Source: an optimization exercise on an open RTL-to-GDS flow (aim: small area, a short achievable clock period and few clock cycles). Production flows keep margins and buffers that such runs may drop.
At most, simulation tests tie the RTL to the original design; equivalence was not proved.
Power figures rest on the tool's default switching activity, not on a simulated workload.

// isotp_receive_reassembler
module isotp_receive_reassembler #(
	parameter int MAX_MESSAGE_BYTES = 64
) (
	input  logic       clk,
	input  logic       arst_n,
	input  logic       in_valid,
	output logic       in_ready,
	input  logic [1:0] op,
	input  logic [3:0] dlc,
	input  logic [7:0] byte_0,
	input  logic [7:0] byte_1,
	input  logic [7:0] byte_2,
	input  logic [7:0] byte_3,
	input  logic [7:0] byte_4,
	input  logic [7:0] byte_5,
	input  logic [7:0] byte_6,
	input  logic [7:0] byte_7,
	output logic       out_valid,
	input  logic       out_ready,
	output logic [1:0] kind,
	output logic [7:0] data_byte,
	output logic [5:0] byte_index,
	output logic [6:0] msg_length,
	output logic [2:0] error_code,
	output logic       last
);
==> flow/config.mk <==
export PLATFORM = sky130hd
export DESIGN_NAME = isotp_receive_reassembler
export DESIGN_NICKNAME = isotp_receive_reassembler
export VERILOG_FILES = /design/flow/design.v
export SDC_FILE = /design/flow/constraint.sdc
export NUM_CORES = 4
export LEC_CHECK = 0
export CAP_MARGIN = 20
export CORE_MARGIN = 2
export CORE_UTILIZATION = 40
export CTS_CLUSTER_DIAMETER = 100
export CTS_CLUSTER_SIZE = 26
export SETUP_SLACK_MARGIN = 4.4
export SLEW_MARGIN = 20
==> flow/constraint.sdc <==
create_clock -name core_clock -period 7.0 [get_ports {clk}]
set_input_delay 1.4000 -clock core_clock [delete_from_list [all_inputs] [get_ports {clk}]]
set_output_delay 1.4000 -clock core_clock [all_outputs]
set_load 0.01 [all_outputs]
run.sh (not shown) runs the stock make flow with config.mk's settings and CLKGATE_MAP_FILE= SYNTH_SCRIPT=/design/flow/synth_recipe.tcl, a recipe that flattens the netlist after the stock synthesis.
Rerun with:
--- a/flow/design.v
+++ b/flow/design.v
@@ -174,17 +174,16 @@
 	logic       qs, qroom_p, p0, p1, pc, pc1, ir_d;
 	assign p0  = r_q >= 6'd7;
 	assign p1  = r_q > 6'd12 || len_q <= 7'd6;
 	assign pc  = {1'b0, r_q} > ach_q + 7'd6 || len_q <= ach_q;
 	assign pc1 = {1'b0, r_q} > ach_q + 7'd13 || len_q <= ach_q + 7'd7;
 	assign qs = (v0_q && qe0_q[8:7] == KIND_BYTE) || (v1_q && qe1_q[8:7] == KIND_BYTE);
 	assign qroom_p = push ? (!v0_q || (!v1_q && pop)) : (!v1_q || pop);
-	assign ir_d = qroom_p && (!armed_d ||
-	              (!qs && (!(active_q && !(out_free && s_last)) ||
-	                       (p0 && (!multi_d || (ff_good ? p1 : cf_good ? pc1 : pc))))));
+	assign ir_d = qroom_p && (!(armed_q || (proc && ib_op == OP_ARM)) ||
+	              (!qs && (!(active_q && !(out_free && s_last)) || (p0 && p1 && (!multi_q || (pc && pc1))))));
 	always_ff @(posedge clk or negedge arst_n) begin
 		if (!arst_n) begin
 			ibv_q      <= 1'b0;
 			ok_q       <= 1'b1;
 			in_ready_q <= 1'b1;
 		end else begin
 			ibv_q      <= acc || (ibv_q && !proc);
Hold slack is better by 3.4 ps; power is lower slightly; worst setup slack is better by 140 ps; wire length is lower by a few percent; utilization is lower by 1.4 points; final cell count is higher slightly; final area is lower slightly; die area is higher slightly; first-iteration DRC count is lower by a little under a tenth; clock-buffer cell count does not change; sequential share of layout area is higher by 1.0 points; sequential cell count is unchanged; via count is higher slightly; global-route usage is lower by 0.88 points.
Testbench counts after the change, summed over its fixed seeds: cycles 16,083.
Only the layout flow was run in the first run of this note; the RTL was not checked for function there.

--- another note on this design; it stands on its own ---

## isotp_receive_reassembler
module isotp_receive_reassembler #(
	parameter int MAX_MESSAGE_BYTES = 64
) (
	input  logic       clk,
	input  logic       arst_n,
	input  logic       in_valid,
	output logic       in_ready,
	input  logic [1:0] op,
	input  logic [3:0] dlc,
	input  logic [7:0] byte_0,
	input  logic [7:0] byte_1,
	input  logic [7:0] byte_2,
	input  logic [7:0] byte_3,
	input  logic [7:0] byte_4,
	input  logic [7:0] byte_5,
	input  logic [7:0] byte_6,
	input  logic [7:0] byte_7,
	output logic       out_valid,
	input  logic       out_ready,
	output logic [1:0] kind,
	output logic [7:0] data_byte,
	output logic [5:0] byte_index,
	output logic [6:0] msg_length,
	output logic [2:0] error_code,
	output logic       last
);
Size in the first run: roughly 1400 cells after synthesis, ~670 flip-flops, roughly 100 I/O pins, about 0.027 mm² of cells after synthesis.
Settings: LEC_CHECK=0, CAP_MARGIN=20, CORE_MARGIN=2, CORE_UTILIZATION=40, SETUP_SLACK_MARGIN=4.6, SLEW_MARGIN=20; clock period 7.0 ns.
run.sh (not shown) runs the stock make flow with config.mk's settings and CLKGATE_MAP_FILE= SYNTH_SCRIPT=/design/flow/synth_recipe.tcl, a recipe that flattens the netlist after the stock synthesis.
Testbench counts at the start, summed over its fixed seeds: cycles 16,083.
==> next run, changes <==
ABC_AREA = 1   (was unset)
SETUP_SLACK_MARGIN = 4.4   (was 4.6)
Setup slack got worse by 0.023 ns.
Wire length grows by 10%.
Power shrinks by 4.2%.
==> next run, changes <==
ABC_AREA = unset   (was 1)
CTS_CLUSTER_DIAMETER = 100   (was unset)
CTS_CLUSTER_SIZE = 30   (was unset)
Utilization fell by 2.1 points.
Clock power fell by well over a third.
Via count fell by a quarter to a third.
Wire length fell by about a fifth.
Area after synthesis fell slightly.
Worst setup slack gains 0.0094 ns.
Worst hold slack gains 0.043 ns.
Global-route usage fell by 3.2 points.
==> next run, changes <==
SETUP_SLACK_MARGIN = 4.2   (was 4.4)
Result: Total power drops by 1.5%; synthesized area does not change; critical path depth climbs by 11; first-iteration DRC count climbs by 5.3%; final area drops by 1.4%; register-to-register slack is worse by 0.19 ns; sequential share of layout area climbs by 0.90 points; via count drops by 0.52%; synthesized cell count does not change; clock power climbs by about 4%; final cell count drops by 1.0%.
==> next run, changes <==
CTS_CLUSTER_DIAMETER = unset   (was 100)
CTS_CLUSTER_SIZE = unset   (was 30)
SETUP_SLACK_MARGIN = 4.4   (was 4.2)
Via count rose by 2.8%.
Design area goes up by 5.9%.
Non-clock buffer count rose by 16.
Clock skew decreases by 0.012 ns.
Die area is unchanged.
Global-route usage came out higher by 0.73 points.
Total power rises by 19%.
Cell count rose by 4.2%.
==> next run, changes <==
SETUP_SLACK_MARGIN = 4.8   (was 4.4)
What happened: Cell count goes up by 4.9%. Worst hold slack is about the same. Count of clock-buffer cells in the layout goes up by 14. Design area goes up by 7.6%. Synthesized area is unchanged. Total power goes up by 7.6%. Clock power goes up by 6.6%. Core utilization goes up by 3.6 points. Synthesized cell count stays the same. Wire length goes up by 11%. Sequential power hardly moves.

-- static timing again, ports no longer ideal --
No port has a modelled driver above. Below, the same layouts with a new extraction and two added sets of constraints.
Step 1 (the two cells are an assumption about what drives the block):
set clk [get_ports {clk}]
set_driving_cell -lib_cell sky130_fd_sc_hd__clkbuf_16 $clk
set_driving_cell -lib_cell sky130_fd_sc_hd__buf_2 [delete_from_list [all_inputs] $clk]
Step 2 adds t to the input delays and takes it off the output delays; t is the mean of the earliest and latest rising clock arrival at the registers after step 1. Input paths then give back, and output paths get back, about the clock's delay inside the block.
Slacks: ideal / step 1 / step 2; pairs: ideal / step 1.
run | t, ns | setup slack, ns | worst register clock-pin slew, ns
the first run of note 1 | 0.687 | 4.179 / 4.179 / 3.793 | 0.11 / 0.11
the second run of note 1 | 0.676 | 4.315 / 4.256 / 3.800 | 0.11 / 0.11
the first run of note 2 | 0.664 | 4.324 / 4.264 / 3.967 | 0.06 / 0.06
the second run of note 2 | 0.668 | 4.301 / 4.239 / 3.823 | 0.06 / 0.06
the third run of note 2 | 0.657 | 4.310 / 4.250 / 3.845 | 0.12 / 0.12
the fourth run of note 2 | 0.663 | 4.213 / 4.200 / 3.638 | 0.12 / 0.12
the fifth run of note 2 | 0.649 | 4.355 / 4.293 / 3.827 | 0.06 / 0.06
the sixth run of note 2 | 0.671 | 4.329 / 4.270 / 3.861 | 0.06 / 0.06
After both steps setup and hold are still met in every run listed. For the fourth run of note 2, which loses most, drivers alone change the setup slack by -0.013 ns; drivers and shift together by -0.575 ns.
